Background: an optimization exercise with open tools, aiming at a short achievable clock period and few clock cycles per item. Do not read the settings as production practice. RTL that was checked went through simulation tests only; none was proved equivalent to the original. Power and IR drop assume default switching activity.

==> v30 <==
==> flow/design.v (excerpt) <==
module view_tag_record_scanner #(
  parameter int TEXT_MAX = 31
) (
  input  logic        clk_i,
  input  logic        rst_ni,
  input  logic        in_valid_i,
  output logic        in_ready_o,
  input  logic [7:0]  in_text_byte_i,
  input  logic        in_end_of_data_i,
  output logic        out_valid_o,
  input  logic        out_ready_i,
  output logic [1:0]  out_item_kind_o,
  output logic [7:0]  out_char_code_o,
  output logic [31:0] out_channel_o,
  output logic        out_is_signed_o,
  output logic        out_is_integer_o,
  output logic        out_last_o
);
make LEC_CHECK=0 ABC_CLOCK_PERIOD_IN_PS=1600 CAP_MARGIN=20 CORE_MARGIN=2 CORE_UTILIZATION=55 SETUP_SLACK_MARGIN=2.4 SLEW_MARGIN=20 TNS_END_PERCENT=100 finish   # period 4.0 ns
run.sh (not shown) runs the stock make flow with config.mk's settings and CLKGATE_MAP_FILE= SYNTH_SCRIPT=/design/flow/synth_recipe.tcl, a recipe that flattens the netlist after the stock synthesis.
==> v16: changes against v30 <==
--- a/flow/design.v
+++ b/flow/design.v
@@ -26,11 +26,11 @@
   input  logic            rst_ni,
   input  logic            in_valid_i,
   output logic            in_ready_o,
   input  logic [7:0]      text_byte_i,
   input  logic            end_of_data_i,
-  input  logic [NSLOT-1:0] full_i,
+  input  logic [NW-1:0]   nfull_i,
   output logic            wr_o,
   output logic [PosW-1:0] wpos_o,
   output logic [7:0]      wchar_o,
   output logic            commit_o,
   output logic [CntW-1:0] commit_nc_o,
@@ -219,31 +219,28 @@
         if ((sig_q != 4'd0 || b_q[3:0] != 4'd0) && sig_q != 4'd11) sig_q <= sig_q + 4'd1;
       end
       if (v_q && st_q[S_NUMBER] && !digit_q && !quote_q) bad_q <= 1'b1;
     end
   end
-  logic            p1_q, p2_q, p3_q;
-  logic            p1_sgn_q, p1_intg_q, p2_sgn_q, p2_intg_q, p3_sgn_q, p3_intg_q;
-  logic [CntW-1:0] p1_nc_q, p1_pc_q, p2_nc_q, p2_pc_q, p3_nc_q, p3_pc_q;
-  logic [11:0]     sum_a_q, sum_b_q;
-  logic            cy_a_q, cy_b_q;
-  logic [12:0]     add_a, add_b;
-  logic [9:0]      add_c;
-  assign add_a = {1'b0, acc_s_q[11:0]} + {1'b0, acc_c_q[11:0]};
-  assign add_b = {1'b0, acc_s_q[23:12]} + {1'b0, acc_c_q[23:12]} + {12'd0, cy_a_q};
-  assign add_c = acc_s_q[33:24] + acc_c_q[33:24] + {9'd0, cy_b_q};
+  logic            p1_q, p2_q;
+  logic            p1_sgn_q, p1_intg_q, p2_sgn_q, p2_intg_q;
+  logic [CntW-1:0] p1_nc_q, p1_pc_q, p2_nc_q, p2_pc_q;
+  logic [16:0]     lsum_q;
+  logic            cy_q;
+  logic [17:0]     lo_sum;
+  logic [16:0]     hi_sum;
+  assign lo_sum = {1'b0, acc_s_q[16:0]} + {1'b0, acc_c_q[16:0]};
+  assign hi_sum = acc_s_q[33:17] + acc_c_q[33:17] + {16'd0, cy_q};
   always_ff @(posedge clk_i or negedge rst_ni) begin
     if (!rst_ni) begin
       p1_q     <= 1'b0;
       p2_q     <= 1'b0;
-      p3_q     <= 1'b0;
       commit_o <= 1'b0;
     end else begin
       p1_q     <= close && (nc_q != '0) && !bad_q && (sig_q != 4'd0) && (sig_q <= 4'd10);
       p2_q     <= p1_q;
-      p3_q     <= p2_q;
-      commit_o <= p3_q && (add_c[9:8] == 2'b00);
+      commit_o <= p2_q && (hi_sum[16:15] == 2'b00);
     end
   end
   always_ff @(posedge clk_i) begin
     p1_sgn_q      <= sgn_q;
     p1_intg_q     <= intg_q;
@@ -251,36 +248,28 @@
     p1_pc_q       <= pc_q;
     p2_sgn_q      <= p1_sgn_q;
     p2_intg_q     <= p1_intg_q;
     p2_nc_q       <= p1_nc_q;
     p2_pc_q       <= p1_pc_q;
-    p3_sgn_q      <= p2_sgn_q;
-    p3_intg_q     <= p2_intg_q;
-    p3_nc_q       <= p2_nc_q;
-    p3_pc_q       <= p2_pc_q;
-    sum_a_q       <= add_a[11:0];
-    cy_a_q        <= add_a[12];
-    sum_b_q       <= add_b[11:0];
-    cy_b_q        <= add_b[12];
-    commit_nc_o   <= p3_nc_q;
-    commit_pc_o   <= p3_pc_q;
-    commit_chan_o <= {add_c[7:0], sum_b_q, sum_a_q};
-    commit_sgn_o  <= p3_sgn_q;
-    commit_intg_o <= p3_intg_q;
+    lsum_q          <= lo_sum[16:0];
+    cy_q          <= lo_sum[17];
+    commit_nc_o   <= p2_nc_q;
+    commit_pc_o   <= p2_pc_q;
+    commit_chan_o <= {hi_sum[14:0], lsum_q};
+    commit_sgn_o  <= p2_sgn_q;
+    commit_intg_o <= p2_intg_q;
   end
   logic near_colon;
-  logic [NW+2:0] busy;
-  logic [NSLOT+3:0] busy_v;
+  logic [NW+1:0] busy;
   assign near_colon = st_q[S_VE] || st_q[S_VW] || st_q[S_SG] || st_q[S_SN] ||
                       st_q[S_CO2] || st_q[S_CL] || st_q[S_COLON];
-  assign busy_v = {full_i, p1_q, p2_q, p3_q, commit_o};
-  assign busy   = (NW+3)'($countones(busy_v));
+  assign busy = (NW+2)'(nfull_i) + (NW+2)'(p1_q) + (NW+2)'(p2_q) + (NW+2)'(commit_o);
   always_ff @(posedge clk_i or negedge rst_ni) begin
     if (!rst_ni) begin
       ready_q <= 1'b1;
     end else begin
-      ready_q <= !near_colon || (busy < (NW+3)'(NSLOT));
+      ready_q <= !near_colon || (busy < (NW+2)'(NSLOT));
     end
   end
 endmodule
 module vtrs_dp #(
   parameter int TEXT_MAX = 31,
@@ -298,11 +287,11 @@
   input  logic [CntW-1:0] commit_nc_i,
   input  logic [CntW-1:0] commit_pc_i,
   input  logic [31:0]     commit_chan_i,
   input  logic            commit_sgn_i,
   input  logic            commit_intg_i,
-  output logic [NSLOT-1:0] full_o,
+  output logic [NW-1:0]   nfull_o,
   input  logic            out_ready_i,
   output logic            out_valid_o,
   output logic [1:0]      item_kind_o,
   output logic [7:0]      char_code_o,
   output logic [31:0]     channel_o,
@@ -312,22 +301,23 @@
 );
   localparam int NENT = 2 * TEXT_MAX;
   logic [7:0]      ent_q  [NSLOT][NENT];
   logic [CntW-1:0] nrem_q [NSLOT];
   logic [CntW-1:0] prem_q [NSLOT];
-  logic [NSLOT-1:0] nz_n, nz_p;        
   logic [31:0]     chan_q [NSLOT];
   logic            sgn_q  [NSLOT];
   logic            intg_q [NSLOT];
   logic [NSLOT-1:0] full_q;
   logic [NSLOT-1:0] wsel_q, rsel_q;    
+  logic [NW-1:0]   nfull_q;
   logic            ov_q;
   logic [1:0]      kind_q;
   logic [7:0]      char_q;
   logic [31:0]     ochan_q;
   logic            osgn_q, ointg_q, last_q;
   logic            adv, push, done;
+  logic [NSLOT-1:0] nz_n, nz_p;
   logic            r_nz_n, r_nz_p, r_full, r_sgn, r_intg;
   logic [7:0]      r_char;
   logic [31:0]     r_chan;
   always_comb begin
     r_full = 1'b0;
@@ -336,10 +326,12 @@
     r_sgn  = 1'b0;
     r_intg = 1'b0;
     r_char = '0;
     r_chan = '0;
     for (int r = 0; r < NSLOT; r++) begin
+      nz_n[r] = nrem_q[r] != '0;
+      nz_p[r] = prem_q[r] != '0;
       if (rsel_q[r]) begin
         r_full = full_q[r];
         r_nz_n = nz_n[r];
         r_nz_p = nz_p[r];
         r_sgn  = sgn_q[r];
@@ -362,41 +354,39 @@
         end
       end
       if (commit_i && wsel_q[r]) begin
         nrem_q[r] <= commit_nc_i;
         prem_q[r] <= commit_pc_i;
-        nz_n[r]   <= commit_nc_i != '0;
-        nz_p[r]   <= commit_pc_i != '0;
         chan_q[r] <= commit_chan_i;
         sgn_q[r]  <= commit_sgn_i;
         intg_q[r] <= commit_intg_i;
       end else if (push && rsel_q[r]) begin
         if (nz_n[r]) begin
           nrem_q[r] <= nrem_q[r] - CntW'(1);
-          nz_n[r]   <= nrem_q[r] != CntW'(1);
         end else if (nz_p[r]) begin
           prem_q[r] <= prem_q[r] - CntW'(1);
-          nz_p[r]   <= prem_q[r] != CntW'(1);
         end
       end
     end
   end
   always_ff @(posedge clk_i or negedge rst_ni) begin
     if (!rst_ni) begin
       full_q  <= '0;
       wsel_q  <= NSLOT'(1);
       rsel_q  <= NSLOT'(1);
+      nfull_q <= '0;
     end else begin
       for (int r = 0; r < NSLOT; r++) begin
         if (commit_i && wsel_q[r]) full_q[r] <= 1'b1;
         else if (done && rsel_q[r]) full_q[r] <= 1'b0;
       end
       if (commit_i) wsel_q <= {wsel_q[NSLOT-2:0], wsel_q[NSLOT-1]};
       if (done) rsel_q <= {rsel_q[NSLOT-2:0], rsel_q[NSLOT-1]};
+      nfull_q <= nfull_q + NW'(commit_i) - NW'(done);
     end
   end
-  assign full_o = full_q;
+  assign nfull_o = nfull_q;
   always_ff @(posedge clk_i or negedge rst_ni) begin
     if (!rst_ni) begin
       ov_q <= 1'b0;
     end else if (adv) begin
       ov_q <= r_full;
@@ -447,22 +437,22 @@
   logic [7:0]      wchar;
   logic            commit;
   logic [CntW-1:0] commit_nc, commit_pc;
   logic [31:0]     commit_chan;
   logic            commit_sgn, commit_intg;
-  logic [NSLOT-1:0] full;
+  logic [NW-1:0]   nfull;
   vtrs_ctrl #(
     .TEXT_MAX (TEXT_MAX),
     .NSLOT    (NSLOT)
   ) u_ctrl (
     .clk_i         (clk_i),
     .rst_ni        (rst_ni),
     .in_valid_i    (in_valid_i),
     .in_ready_o    (in_ready_o),
     .text_byte_i   (in_text_byte_i),
     .end_of_data_i (in_end_of_data_i),
-    .full_i        (full),
+    .nfull_i       (nfull),
     .wr_o          (wr),
     .wpos_o        (wpos),
     .wchar_o       (wchar),
     .commit_o      (commit),
     .commit_nc_o   (commit_nc),
@@ -484,11 +474,11 @@
     .commit_nc_i   (commit_nc),
     .commit_pc_i   (commit_pc),
     .commit_chan_i (commit_chan),
     .commit_sgn_i  (commit_sgn),
     .commit_intg_i (commit_intg),
-    .full_o        (full),
+    .nfull_o       (nfull),
     .out_ready_i   (out_ready_i),
     .out_valid_o   (out_valid_o),
     .item_kind_o   (out_item_kind_o),
     .char_code_o   (out_char_code_o),
     .channel_o     (out_channel_o),
ABC_CLOCK_PERIOD_IN_PS = 1800   (was 1600)
CORE_UTILIZATION = 40   (was 55)
SETUP_SLACK_MARGIN = 2.2   (was 2.4)
TNS_END_PERCENT = default   (was 100)
==> v36: changes against v30 <==
--- a/flow/design.v
+++ b/flow/design.v
@@ -26,11 +26,11 @@
   input  logic            rst_ni,
   input  logic            in_valid_i,
   output logic            in_ready_o,
   input  logic [7:0]      text_byte_i,
   input  logic            end_of_data_i,
-  input  logic [NSLOT-1:0] full_i,
+  input  logic [NW-1:0]   nfull_i,
   output logic            wr_o,
   output logic [PosW-1:0] wpos_o,
   output logic [7:0]      wchar_o,
   output logic            commit_o,
   output logic [CntW-1:0] commit_nc_o,
@@ -219,31 +219,28 @@
         if ((sig_q != 4'd0 || b_q[3:0] != 4'd0) && sig_q != 4'd11) sig_q <= sig_q + 4'd1;
       end
       if (v_q && st_q[S_NUMBER] && !digit_q && !quote_q) bad_q <= 1'b1;
     end
   end
-  logic            p1_q, p2_q, p3_q;
-  logic            p1_sgn_q, p1_intg_q, p2_sgn_q, p2_intg_q, p3_sgn_q, p3_intg_q;
-  logic [CntW-1:0] p1_nc_q, p1_pc_q, p2_nc_q, p2_pc_q, p3_nc_q, p3_pc_q;
-  logic [11:0]     sum_a_q, sum_b_q;
-  logic            cy_a_q, cy_b_q;
-  logic [12:0]     add_a, add_b;
-  logic [9:0]      add_c;
-  assign add_a = {1'b0, acc_s_q[11:0]} + {1'b0, acc_c_q[11:0]};
-  assign add_b = {1'b0, acc_s_q[23:12]} + {1'b0, acc_c_q[23:12]} + {12'd0, cy_a_q};
-  assign add_c = acc_s_q[33:24] + acc_c_q[33:24] + {9'd0, cy_b_q};
+  logic            p1_q, p2_q;
+  logic            p1_sgn_q, p1_intg_q, p2_sgn_q, p2_intg_q;
+  logic [CntW-1:0] p1_nc_q, p1_pc_q, p2_nc_q, p2_pc_q;
+  logic [16:0]     lsum_q;
+  logic            cy_q;
+  logic [17:0]     lo_sum;
+  logic [16:0]     hi_sum;
+  assign lo_sum = {1'b0, acc_s_q[16:0]} + {1'b0, acc_c_q[16:0]};
+  assign hi_sum = acc_s_q[33:17] + acc_c_q[33:17] + {16'd0, cy_q};
   always_ff @(posedge clk_i or negedge rst_ni) begin
     if (!rst_ni) begin
       p1_q     <= 1'b0;
       p2_q     <= 1'b0;
-      p3_q     <= 1'b0;
       commit_o <= 1'b0;
     end else begin
       p1_q     <= close && (nc_q != '0) && !bad_q && (sig_q != 4'd0) && (sig_q <= 4'd10);
       p2_q     <= p1_q;
-      p3_q     <= p2_q;
-      commit_o <= p3_q && (add_c[9:8] == 2'b00);
+      commit_o <= p2_q && (hi_sum[16:15] == 2'b00);
     end
   end
   always_ff @(posedge clk_i) begin
     p1_sgn_q      <= sgn_q;
     p1_intg_q     <= intg_q;
@@ -251,36 +248,28 @@
     p1_pc_q       <= pc_q;
     p2_sgn_q      <= p1_sgn_q;
     p2_intg_q     <= p1_intg_q;
     p2_nc_q       <= p1_nc_q;
     p2_pc_q       <= p1_pc_q;
-    p3_sgn_q      <= p2_sgn_q;
-    p3_intg_q     <= p2_intg_q;
-    p3_nc_q       <= p2_nc_q;
-    p3_pc_q       <= p2_pc_q;
-    sum_a_q       <= add_a[11:0];
-    cy_a_q        <= add_a[12];
-    sum_b_q       <= add_b[11:0];
-    cy_b_q        <= add_b[12];
-    commit_nc_o   <= p3_nc_q;
-    commit_pc_o   <= p3_pc_q;
-    commit_chan_o <= {add_c[7:0], sum_b_q, sum_a_q};
-    commit_sgn_o  <= p3_sgn_q;
-    commit_intg_o <= p3_intg_q;
+    lsum_q          <= lo_sum[16:0];
+    cy_q          <= lo_sum[17];
+    commit_nc_o   <= p2_nc_q;
+    commit_pc_o   <= p2_pc_q;
+    commit_chan_o <= {hi_sum[14:0], lsum_q};
+    commit_sgn_o  <= p2_sgn_q;
+    commit_intg_o <= p2_intg_q;
   end
   logic near_colon;
-  logic [NW+2:0] busy;
-  logic [NSLOT+3:0] busy_v;
+  logic [NW+1:0] busy;
   assign near_colon = st_q[S_VE] || st_q[S_VW] || st_q[S_SG] || st_q[S_SN] ||
                       st_q[S_CO2] || st_q[S_CL] || st_q[S_COLON];
-  assign busy_v = {full_i, p1_q, p2_q, p3_q, commit_o};
-  assign busy   = (NW+3)'($countones(busy_v));
+  assign busy = (NW+2)'(nfull_i) + (NW+2)'(p1_q) + (NW+2)'(p2_q) + (NW+2)'(commit_o);
   always_ff @(posedge clk_i or negedge rst_ni) begin
     if (!rst_ni) begin
       ready_q <= 1'b1;
     end else begin
-      ready_q <= !near_colon || (busy < (NW+3)'(NSLOT));
+      ready_q <= !near_colon || (busy < (NW+2)'(NSLOT));
     end
   end
 endmodule
 module vtrs_dp #(
   parameter int TEXT_MAX = 31,
@@ -298,11 +287,11 @@
   input  logic [CntW-1:0] commit_nc_i,
   input  logic [CntW-1:0] commit_pc_i,
   input  logic [31:0]     commit_chan_i,
   input  logic            commit_sgn_i,
   input  logic            commit_intg_i,
-  output logic [NSLOT-1:0] full_o,
+  output logic [NW-1:0]   nfull_o,
   input  logic            out_ready_i,
   output logic            out_valid_o,
   output logic [1:0]      item_kind_o,
   output logic [7:0]      char_code_o,
   output logic [31:0]     channel_o,
@@ -312,22 +301,23 @@
 );
   localparam int NENT = 2 * TEXT_MAX;
   logic [7:0]      ent_q  [NSLOT][NENT];
   logic [CntW-1:0] nrem_q [NSLOT];
   logic [CntW-1:0] prem_q [NSLOT];
-  logic [NSLOT-1:0] nz_n, nz_p;        
   logic [31:0]     chan_q [NSLOT];
   logic            sgn_q  [NSLOT];
   logic            intg_q [NSLOT];
   logic [NSLOT-1:0] full_q;
   logic [NSLOT-1:0] wsel_q, rsel_q;    
+  logic [NW-1:0]   nfull_q;
   logic            ov_q;
   logic [1:0]      kind_q;
   logic [7:0]      char_q;
   logic [31:0]     ochan_q;
   logic            osgn_q, ointg_q, last_q;
   logic            adv, push, done;
+  logic [NSLOT-1:0] nz_n, nz_p;
   logic            r_nz_n, r_nz_p, r_full, r_sgn, r_intg;
   logic [7:0]      r_char;
   logic [31:0]     r_chan;
   always_comb begin
     r_full = 1'b0;
@@ -336,10 +326,12 @@
     r_sgn  = 1'b0;
     r_intg = 1'b0;
     r_char = '0;
     r_chan = '0;
     for (int r = 0; r < NSLOT; r++) begin
+      nz_n[r] = nrem_q[r] != '0;
+      nz_p[r] = prem_q[r] != '0;
       if (rsel_q[r]) begin
         r_full = full_q[r];
         r_nz_n = nz_n[r];
         r_nz_p = nz_p[r];
         r_sgn  = sgn_q[r];
@@ -362,41 +354,39 @@
         end
       end
       if (commit_i && wsel_q[r]) begin
         nrem_q[r] <= commit_nc_i;
         prem_q[r] <= commit_pc_i;
-        nz_n[r]   <= commit_nc_i != '0;
-        nz_p[r]   <= commit_pc_i != '0;
         chan_q[r] <= commit_chan_i;
         sgn_q[r]  <= commit_sgn_i;
         intg_q[r] <= commit_intg_i;
       end else if (push && rsel_q[r]) begin
         if (nz_n[r]) begin
           nrem_q[r] <= nrem_q[r] - CntW'(1);
-          nz_n[r]   <= nrem_q[r] != CntW'(1);
         end else if (nz_p[r]) begin
           prem_q[r] <= prem_q[r] - CntW'(1);
-          nz_p[r]   <= prem_q[r] != CntW'(1);
         end
       end
     end
   end
   always_ff @(posedge clk_i or negedge rst_ni) begin
     if (!rst_ni) begin
       full_q  <= '0;
       wsel_q  <= NSLOT'(1);
       rsel_q  <= NSLOT'(1);
+      nfull_q <= '0;
     end else begin
       for (int r = 0; r < NSLOT; r++) begin
         if (commit_i && wsel_q[r]) full_q[r] <= 1'b1;
         else if (done && rsel_q[r]) full_q[r] <= 1'b0;
       end
       if (commit_i) wsel_q <= {wsel_q[NSLOT-2:0], wsel_q[NSLOT-1]};
       if (done) rsel_q <= {rsel_q[NSLOT-2:0], rsel_q[NSLOT-1]};
+      nfull_q <= nfull_q + NW'(commit_i) - NW'(done);
     end
   end
-  assign full_o = full_q;
+  assign nfull_o = nfull_q;
   always_ff @(posedge clk_i or negedge rst_ni) begin
     if (!rst_ni) begin
       ov_q <= 1'b0;
     end else if (adv) begin
       ov_q <= r_full;
@@ -447,22 +437,22 @@
   logic [7:0]      wchar;
   logic            commit;
   logic [CntW-1:0] commit_nc, commit_pc;
   logic [31:0]     commit_chan;
   logic            commit_sgn, commit_intg;
-  logic [NSLOT-1:0] full;
+  logic [NW-1:0]   nfull;
   vtrs_ctrl #(
     .TEXT_MAX (TEXT_MAX),
     .NSLOT    (NSLOT)
   ) u_ctrl (
     .clk_i         (clk_i),
     .rst_ni        (rst_ni),
     .in_valid_i    (in_valid_i),
     .in_ready_o    (in_ready_o),
     .text_byte_i   (in_text_byte_i),
     .end_of_data_i (in_end_of_data_i),
-    .full_i        (full),
+    .nfull_i       (nfull),
     .wr_o          (wr),
     .wpos_o        (wpos),
     .wchar_o       (wchar),
     .commit_o      (commit),
     .commit_nc_o   (commit_nc),
@@ -484,11 +474,11 @@
     .commit_nc_i   (commit_nc),
     .commit_pc_i   (commit_pc),
     .commit_chan_i (commit_chan),
     .commit_sgn_i  (commit_sgn),
     .commit_intg_i (commit_intg),
-    .full_o        (full),
+    .nfull_o       (nfull),
     .out_ready_i   (out_ready_i),
     .out_valid_o   (out_valid_o),
     .item_kind_o   (out_item_kind_o),
     .char_code_o   (out_char_code_o),
     .channel_o     (out_channel_o),
ABC_CLOCK_PERIOD_IN_PS = default   (was 1600)
CORE_UTILIZATION = 40   (was 55)
SETUP_SLACK_MARGIN = default   (was 2.4)
TNS_END_PERCENT = default   (was 100)
==> summary.txt <==
| metric | v30 | v16 | v36 |
|---|---|---|---|
| Result of the run | no timing/DRC/antenna violations | no timing/DRC/antenna violations | no timing/DRC/antenna violations |
| Num tapcells | 1391 | 1917 | 1917 |
| Power share of the combinational group | 1.1% | 1.0% | 0.7% |
| Power Density | 358 nW/um^2 | 354 nW/um^2 | 440 nW/um^2 |
| Total placed cells including tap cells | 5076 | 5592 | 5591 |
| Number of global-route vias before repair | 36147 | 35330 | 31643 |
| Setup repair bufs after CTS | 412 | 398 | 0 |
| Average footprint of a synthesized cell | 15.6 sq um | 15.6 sq um | 15.6 sq um |
| TritonCTS Sinks | 1401 | 1378 | 1378 |
| Top layer used by detailed routing | met4 | met4 | met5 |
| Share of power burned in registers | 51.9% | 52.9% | 53.0% |
| Worst-case register-to-register setup slack | 1710 ps | 1460 ps | 800 ps |
| Met1 Wirelength | 67900 um | 66100 um | 54100 um |
| Inverters, non-clock | 73 | 70 | 70 |
| Fraction of power spent switching nets | 20.3% | 21.0% | 20.7% |
| Die W | 331 um | 386 um | 386 um |
| Critical path launch point | u_dp.wsel_q[0] | u_ctrl.acc_c_q[17] | u_dp.nrem_q[0][0] |
| Register area share after synthesis | 67.3% | 66.9% | 66.9% |
| Sequential group power | 0.0156 W | 0.0154 W | 0.0154 W |
| Number of placement rows | 119 | 140 | 140 |
| Syn Std Cell Area | 58800 sq um | 58400 sq um | 58400 sq um |
| Post-route clock skew | 36.7 ps | 39.7 ps | 24.8 ps |
| Internal Power | 0.0239 W | 0.0230 W | 0.0230 W |
| Cell with the largest stage delay on the worst path | sky130_fd_sc_hd__dfstp_2 | sky130_fd_sc_hd__a2111o_1 | sky130_fd_sc_hd__a31oi_4 |
Testbench counts of v16, summed over its fixed seeds: cycles 41,028, bytes 40,918.
Testbench counts of v36, summed over its fixed seeds: cycles 41,028, bytes 40,918.
Function not checked in v30: the RTL went through the layout flow alone.

==> re-timing with driven ports <==
No port has a modelled driver above. Below, the same layouts with a new extraction and two added sets of constraints. Step 1 sets driving cells, clkbuf_16 on the clock port and buf_2 on the other inputs (assumed; they add their load-dependent delay and slew). Step 2 moves the port delays by t, midway between the first and last clock arrival at a register: inputs arrive t later, outputs are due t later. That takes back most of the time a late clock gives input paths. Three values: no drivers, after step 1, after step 2; two values: the first two.
run	shift t [ns]	setup WS [ns]	latest minus earliest clock arrival (ns)
v30	0.839	1.706 / 1.675 / 1.140	0.037 / 0.037
v16	0.836	1.460 / 1.460 / 1.164	0.055 / 0.055
v36	0.841	0.796 / 0.796 / 0.688	0.030 / 0.029
After both steps setup and hold are still met in every run listed. The setup slack of v30, which loses most, moves by -0.031 ns with the drivers and by -0.566 ns with both steps.
